Context: an optimization exercise on an open-source flow, tuned for small area and a short achievable clock period. The choices shown serve that exercise and are no tape-out recipe.
Where RTL was checked, it was by simulation tests only, not by an equivalence proof against the original.
No activity file was given, so power comes from the tool's default toggle rates.

job 104:
Design data_mem_responder, start of the top module:
module data_mem_responder #(
    parameter int ADDR_WIDTH = 6
) (
    input  logic        CLK,
    input  logic        reset,
    input  logic [31:0] Addressmem,
    input  logic [31:0] WriteDataMem,
    input  logic        memWrite,
    input  logic        memRead,
    output logic [31:0] ReadDataMem,
    output logic        memReady,
    output logic        memError,
    output logic        memStall,
    output logic [1:0]  fsm_state_o
);
==> module data_mem_responder, before the edit <==
module data_mem_responder #(
    parameter int ADDR_WIDTH = 6
) (
    input  logic        CLK,
    input  logic        reset,
    input  logic [31:0] Addressmem,
    input  logic [31:0] WriteDataMem,
    input  logic        memWrite,
    input  logic        memRead,
    output logic [31:0] ReadDataMem,
    output logic        memReady,
    output logic        memError,
    output logic        memStall,
    output logic [1:0]  fsm_state_o
);
    localparam int DEPTH = 2 ** ADDR_WIDTH;
    localparam int LO_W  = ADDR_WIDTH / 2;
    localparam int HI_W  = ADDR_WIDTH - LO_W;
    localparam int LO_N  = 2 ** LO_W;
    localparam int HI_N  = 2 ** HI_W;
    logic idle_q, b1_q, b2_q, resp_q;
    logic busy_q, errr_q;
    logic wen_q;                        
    logic [LO_N-1:0] lo_q;
    logic [HI_N-1:0] hi_q;
    logic [31:0] rdata_q;
    logic [DEPTH*32-1:0] mem_q;
    logic req, err;
    assign req = memRead | memWrite;
    assign err = (Addressmem[1:0] != 2'b00)
               | (Addressmem[31:ADDR_WIDTH+2] != '0)
               | (memRead & memWrite);
    always_ff @(posedge CLK or negedge reset) begin
        if (!reset) begin
            idle_q <= 1'b1;
            b1_q   <= 1'b0;
            b2_q   <= 1'b0;
            resp_q <= 1'b0;
            busy_q <= 1'b0;
            errr_q <= 1'b0;
            wen_q  <= 1'b0;
        end else begin
            idle_q <= (~idle_q & ~b1_q & ~b2_q) | (idle_q & ~req);   
            b1_q   <= idle_q & req;
            b2_q   <= b1_q;
            resp_q <= b2_q;
            busy_q <= (idle_q & req) | b1_q;
            errr_q <= b2_q & err;
            wen_q  <= b1_q & memWrite & ~err;
        end
    end
    always_ff @(posedge CLK) begin
        for (int i = 0; i < LO_N; i++) lo_q[i] <= (Addressmem[LO_W+1:2] == i[LO_W-1:0]);
        for (int j = 0; j < HI_N; j++)
            hi_q[j] <= (Addressmem[ADDR_WIDTH+1:LO_W+2] == j[HI_W-1:0]) & ~err;
    end
    logic [DEPTH-1:0] sel;
    always_comb begin
        for (int w = 0; w < DEPTH; w++) sel[w] = hi_q[w / LO_N] & lo_q[w % LO_N];
    end
    always_ff @(posedge CLK) begin
        for (int w = 0; w < DEPTH; w++) begin
            if (wen_q & sel[w]) mem_q[w*32 +: 32] <= WriteDataMem;
        end
    end
    logic [31:0] rd;
    always_comb begin
        rd = '0;
        for (int w = 0; w < DEPTH; w++) rd = rd | ({32{sel[w]}} & mem_q[w*32 +: 32]);
    end
    always_ff @(posedge CLK) begin
        rdata_q <= rd;
    end
    assign ReadDataMem = rdata_q;
    assign memReady    = resp_q;
    assign memError    = errr_q;
    assign memStall    = req & ~resp_q;
    assign fsm_state_o = {resp_q, busy_q};
endmodule
clock: 4.6 ns
lec_check: 0
cap_margin: 20
core_margin: 2
core_utilization: 45
cts_cluster_diameter: 80
cts_cluster_size: 30
place_density: 0.72
setup_slack_margin: 2.4
slew_margin: 20
tns_end_percent: 100
buffer_ports_args: -buffer_cell sky130_fd_sc_hd__buf_4
standard.sh (not shown) runs the stock make flow with config.mk's settings and CLKGATE_MAP_FILE= SYNTH_SCRIPT=/design/flow/synth_recipe.tcl, a recipe that flattens the netlist after the stock synthesis.
==> flow/flow/run.sh <==
#!/bin/bash
# Standard layout, with the port buffers made from buf_4 instead of the library's default pick.
set -e
cat >> config.mk <<'CFG'
export BUFFER_PORTS_ARGS = -buffer_cell sky130_fd_sc_hd__buf_4
CFG
bash standard.sh > standard.log 2>&1
Job 104 was carried through to the last stage, and its layout satisfied the timing, design-rule and antenna checks.
## Diff of input files: job 105 against job 104
--- a/flow/design.v
+++ b/flow/design.v
@@ -13,17 +13,12 @@
     output logic        memStall,
     output logic [1:0]  fsm_state_o
 );
     localparam int DEPTH = 2 ** ADDR_WIDTH;
-    localparam int LO_W  = ADDR_WIDTH / 2;
-    localparam int HI_W  = ADDR_WIDTH - LO_W;
-    localparam int LO_N  = 2 ** LO_W;
-    localparam int HI_N  = 2 ** HI_W;
     logic idle_q, b1_q, b2_q, resp_q;
     logic busy_q, errr_q;
     logic wen_q;                        
-    logic [LO_N-1:0] lo_q;
-    logic [HI_N-1:0] hi_q;
+    logic [DEPTH-1:0] sel;
     logic [31:0] rdata_q;
     logic [DEPTH*32-1:0] mem_q;
     logic req, err;
     assign req = memRead | memWrite;
@@ -49,15 +44,10 @@
             wen_q  <= b1_q & memWrite & ~err;
         end
     end
     always_ff @(posedge CLK) begin
-        for (int i = 0; i < LO_N; i++) lo_q[i] <= (Addressmem[LO_W+1:2] == i[LO_W-1:0]);
-        for (int j = 0; j < HI_N; j++)
-            hi_q[j] <= (Addressmem[ADDR_WIDTH+1:LO_W+2] == j[HI_W-1:0]) & ~err;
-    end
-    logic [DEPTH-1:0] sel;
-    always_comb begin
-        for (int w = 0; w < DEPTH; w++) sel[w] = hi_q[w / LO_N] & lo_q[w % LO_N];
+        for (int w = 0; w < DEPTH; w++)
+            sel[w] <= (Addressmem[ADDR_WIDTH+1:2] == w[ADDR_WIDTH-1:0]) & ~err;
     end
     always_ff @(posedge CLK) begin
         for (int w = 0; w < DEPTH; w++) begin
             if (wen_q & sel[w]) mem_q[w*32 +: 32] <= WriteDataMem;
Results
- Job 104 -> job 105: max-cap violation count delta 0, exact match
- The post-route core utilization number comes out higher for job 104 vs job 105.
- The final reports for job 105 and job 104 show share of the cycle needed by the critical path after routing higher in the former.
- Summary — synthesized cell count, job 105 relative to job 104: lower, by about 10%.
- Diff job 104 -> job 105: power density normalized to cell area rose by 2.2%; cell count -405; CTS sink count increased by about 2.3% relative to the old numbers; pin count of the biggest net entering global routing now sits lower; final instance area fell 1700 um^2.
No run of this note included a check of the RTL's function; only the layout flow was run.

Setup of P:
Another version of the RTL of data_mem_responder (not shown whole).
Size: roughly 4000 cells after synthesis, ~78000 sq um of cells after synthesis.
==> module data_mem_responder, before the edit <==
module data_mem_responder #(
    parameter int ADDR_WIDTH = 6
) (
    input  logic        CLK,
    input  logic        reset,
    input  logic [31:0] Addressmem,
    input  logic [31:0] WriteDataMem,
    input  logic        memWrite,
    input  logic        memRead,
    output logic [31:0] ReadDataMem,
    output logic        memReady,
    output logic        memError,
    output logic        memStall,
    output logic [1:0]  fsm_state_o
);
    localparam int DEPTH = 2 ** ADDR_WIDTH;
    logic idle_q, b1_q, b2_q, resp_q;
    logic busy_q, errr_q;
    logic wen_q;                        
    logic [DEPTH-1:0] sel;
    logic [31:0] rdata_q;
    logic [DEPTH*32-1:0] mem_q;
    logic req, err;
    assign req = memRead | memWrite;
    assign err = (Addressmem[1:0] != 2'b00)
               | (Addressmem[31:ADDR_WIDTH+2] != '0)
               | (memRead & memWrite);
    always_ff @(posedge CLK or negedge reset) begin
        if (!reset) begin
            idle_q <= 1'b1;
            b1_q   <= 1'b0;
            b2_q   <= 1'b0;
            resp_q <= 1'b0;
            busy_q <= 1'b0;
            errr_q <= 1'b0;
            wen_q  <= 1'b0;
        end else begin
            idle_q <= (~idle_q & ~b1_q & ~b2_q) | (idle_q & ~req);   
            b1_q   <= idle_q & req;
            b2_q   <= b1_q;
            resp_q <= b2_q;
            busy_q <= (idle_q & req) | b1_q;
            errr_q <= b2_q & err;
            wen_q  <= b1_q & memWrite & ~err;
        end
    end
    always_ff @(posedge CLK) begin
        for (int w = 0; w < DEPTH; w++)
            sel[w] <= (Addressmem[ADDR_WIDTH+1:2] == w[ADDR_WIDTH-1:0]) & ~err;
    end
    always_ff @(posedge CLK) begin
        for (int w = 0; w < DEPTH; w++) begin
            if (wen_q & sel[w]) mem_q[w*32 +: 32] <= WriteDataMem;
        end
    end
    localparam int HALF = DEPTH / 2;
    logic [31:0] rd_lo, rd_hi;
    logic [31:0] part_lo_q, part_hi_q;
    always_comb begin
        rd_lo = '0;
        rd_hi = '0;
        for (int w = 0; w < HALF; w++) begin
            rd_lo = rd_lo | ({32{sel[w]}} & mem_q[w*32 +: 32]);
            rd_hi = rd_hi | ({32{sel[HALF+w]}} & mem_q[(HALF+w)*32 +: 32]);
        end
    end
    always_ff @(posedge CLK) begin
        part_lo_q <= rd_lo;
        part_hi_q <= rd_hi;
        rdata_q   <= part_lo_q | part_hi_q;
    end
    assign ReadDataMem = rdata_q;
    assign memReady    = resp_q;
    assign memError    = errr_q;
    assign memStall    = req & ~resp_q;
    assign fsm_state_o = {resp_q, busy_q};
endmodule
==> flow/config.mk <==
export PLATFORM = sky130hd
export DESIGN_NAME = data_mem_responder
export DESIGN_NICKNAME = data_mem_responder
export VERILOG_FILES = /design/flow/design.v
export SDC_FILE = /design/flow/constraint.sdc
export NUM_CORES = 4
export LEC_CHECK = 0
export CAP_MARGIN = 20
export CORE_MARGIN = 2
export CORE_UTILIZATION = 45
export CTS_CLUSTER_DIAMETER = 80
export CTS_CLUSTER_SIZE = 30
export SETUP_SLACK_MARGIN = 2.4
export SLEW_MARGIN = 20
export TNS_END_PERCENT = 100
export BUFFER_PORTS_ARGS = -buffer_cell sky130_fd_sc_hd__buf_4
==> flow/constraint.sdc <==
create_clock -name core_clock -period 4.6 [get_ports {CLK}]
set_input_delay 0.9200 -clock core_clock [delete_from_list [all_inputs] [get_ports {CLK}]]
set_output_delay 0.9200 -clock core_clock [all_outputs]
set_load 0.01 [all_outputs]
Scripts as last shown in full above: flow/flow/run.sh
#### Input delta (Q over P)
==> flow/design.v <==
module data_mem_responder #(
    parameter int ADDR_WIDTH = 6
) (
    input  logic        CLK,
    input  logic        reset,
    input  logic [31:0] Addressmem,
    input  logic [31:0] WriteDataMem,
    input  logic        memWrite,
    input  logic        memRead,
    output logic [31:0] ReadDataMem,
    output logic        memReady,
    output logic        memError,
    output logic        memStall,
    output logic [1:0]  fsm_state_o
);
    localparam int DEPTH = 2 ** ADDR_WIDTH;
    logic idle_q, b1_q, b2_q, resp_q;
    logic busy_q, errr_q;
    logic wen_q;                        
    logic [DEPTH-1:0] sel;
    logic [31:0] rdata_q;
    logic [DEPTH*32-1:0] mem_q;
    logic req, err;
    assign req = memRead | memWrite;
    assign err = (Addressmem[1:0] != 2'b00)
               | (Addressmem[31:ADDR_WIDTH+2] != '0)
               | (memRead & memWrite);
    always_ff @(posedge CLK or negedge reset) begin
        if (!reset) begin
            idle_q <= 1'b1;
            b1_q   <= 1'b0;
            b2_q   <= 1'b0;
            resp_q <= 1'b0;
            busy_q <= 1'b0;
            errr_q <= 1'b0;
            wen_q  <= 1'b0;
        end else begin
            idle_q <= (~idle_q & ~b1_q & ~b2_q) | (idle_q & ~req);   
            b1_q   <= idle_q & req;
            b2_q   <= b1_q;
            resp_q <= b2_q;
            busy_q <= (idle_q & req) | b1_q;
            errr_q <= b2_q & err;
            wen_q  <= b1_q & memWrite & ~err;
        end
    end
    always_ff @(posedge CLK) begin
        for (int w = 0; w < DEPTH; w++)
            sel[w] <= (Addressmem[ADDR_WIDTH+1:2] == w[ADDR_WIDTH-1:0]) & ~err;
    end
    always_ff @(posedge CLK) begin
        for (int w = 0; w < DEPTH; w++) begin
            if (wen_q & sel[w]) mem_q[w*32 +: 32] <= WriteDataMem;
        end
    end
    logic [31:0] rd;
    always_comb begin
        rd = '0;
        for (int w = 0; w < DEPTH; w++) rd = rd | ({32{sel[w]}} & mem_q[w*32 +: 32]);
    end
    always_ff @(posedge CLK) begin
        rdata_q <= rd;
    end
    assign ReadDataMem = rdata_q;
    assign memReady    = resp_q;
    assign memError    = errr_q;
    assign memStall    = req & ~resp_q;
    assign fsm_state_o = {resp_q, busy_q};
endmodule
### Flow results
- On clock latency on the worst-skew pair, P and Q are neck and neck.
- Of the two values seen for start point of the critical path, sel[38] was produced by Q and resp_q by P.
- Sequential fraction of design power up 0.5 points in Q wrt P
- Cell row count was higher in P than in Q.
- Q vs. P: detailed placer's ending HPWL went down by 1.9%.
- Register-to-register slack was higher in P than in Q.
- Per the comparison of Q with P, fmax shrank by 13%; non-clock buffer instance count of the final layout went up 103; final wirelength went up 6600 um.
- Looking at power density of the placed cells, Q sits about 4% below P.
Only the layout flow was run in Q; the RTL was not checked for function there.

port drivers added, routing unchanged:
The flow's constraints put no driver on any port. The routed layouts listed below were extracted and timed again, unchanged, in two steps. Step 1, drivers: a clkbuf_16 drives CLK and a buf_2 each remaining input, both assumed. Step 2 adds t to the input delays and takes it off the output delays; t is the mean of the earliest and latest rising clock arrival at the registers after step 1. Input paths then give back, and output paths get back, about the clock's delay inside the block. Three values: ideal, step 1, step 2; two values: the first two.
run | t (ns) | slack for setup (ns) | worst setup path at the end | latest minus earliest clock arrival (ns)
job 104 | 0.809 | 2.064 / 2.064 / 1.998 | input to register | 0.056 / 0.056
job 105 | 0.802 | 2.016 / 2.016 / 2.016 | register to register | 0.058 / 0.058
P | 0.839 | 2.305 / 2.221 / 1.710 | input to register | 0.043 / 0.043
Q | 0.835 | 1.962 / 1.962 / 1.758 | input to register | 0.042 / 0.042
After both steps every run listed still meets setup and hold. The setup slack of P, which loses most, moves by -0.084 ns with the drivers and by -0.595 ns with both steps.
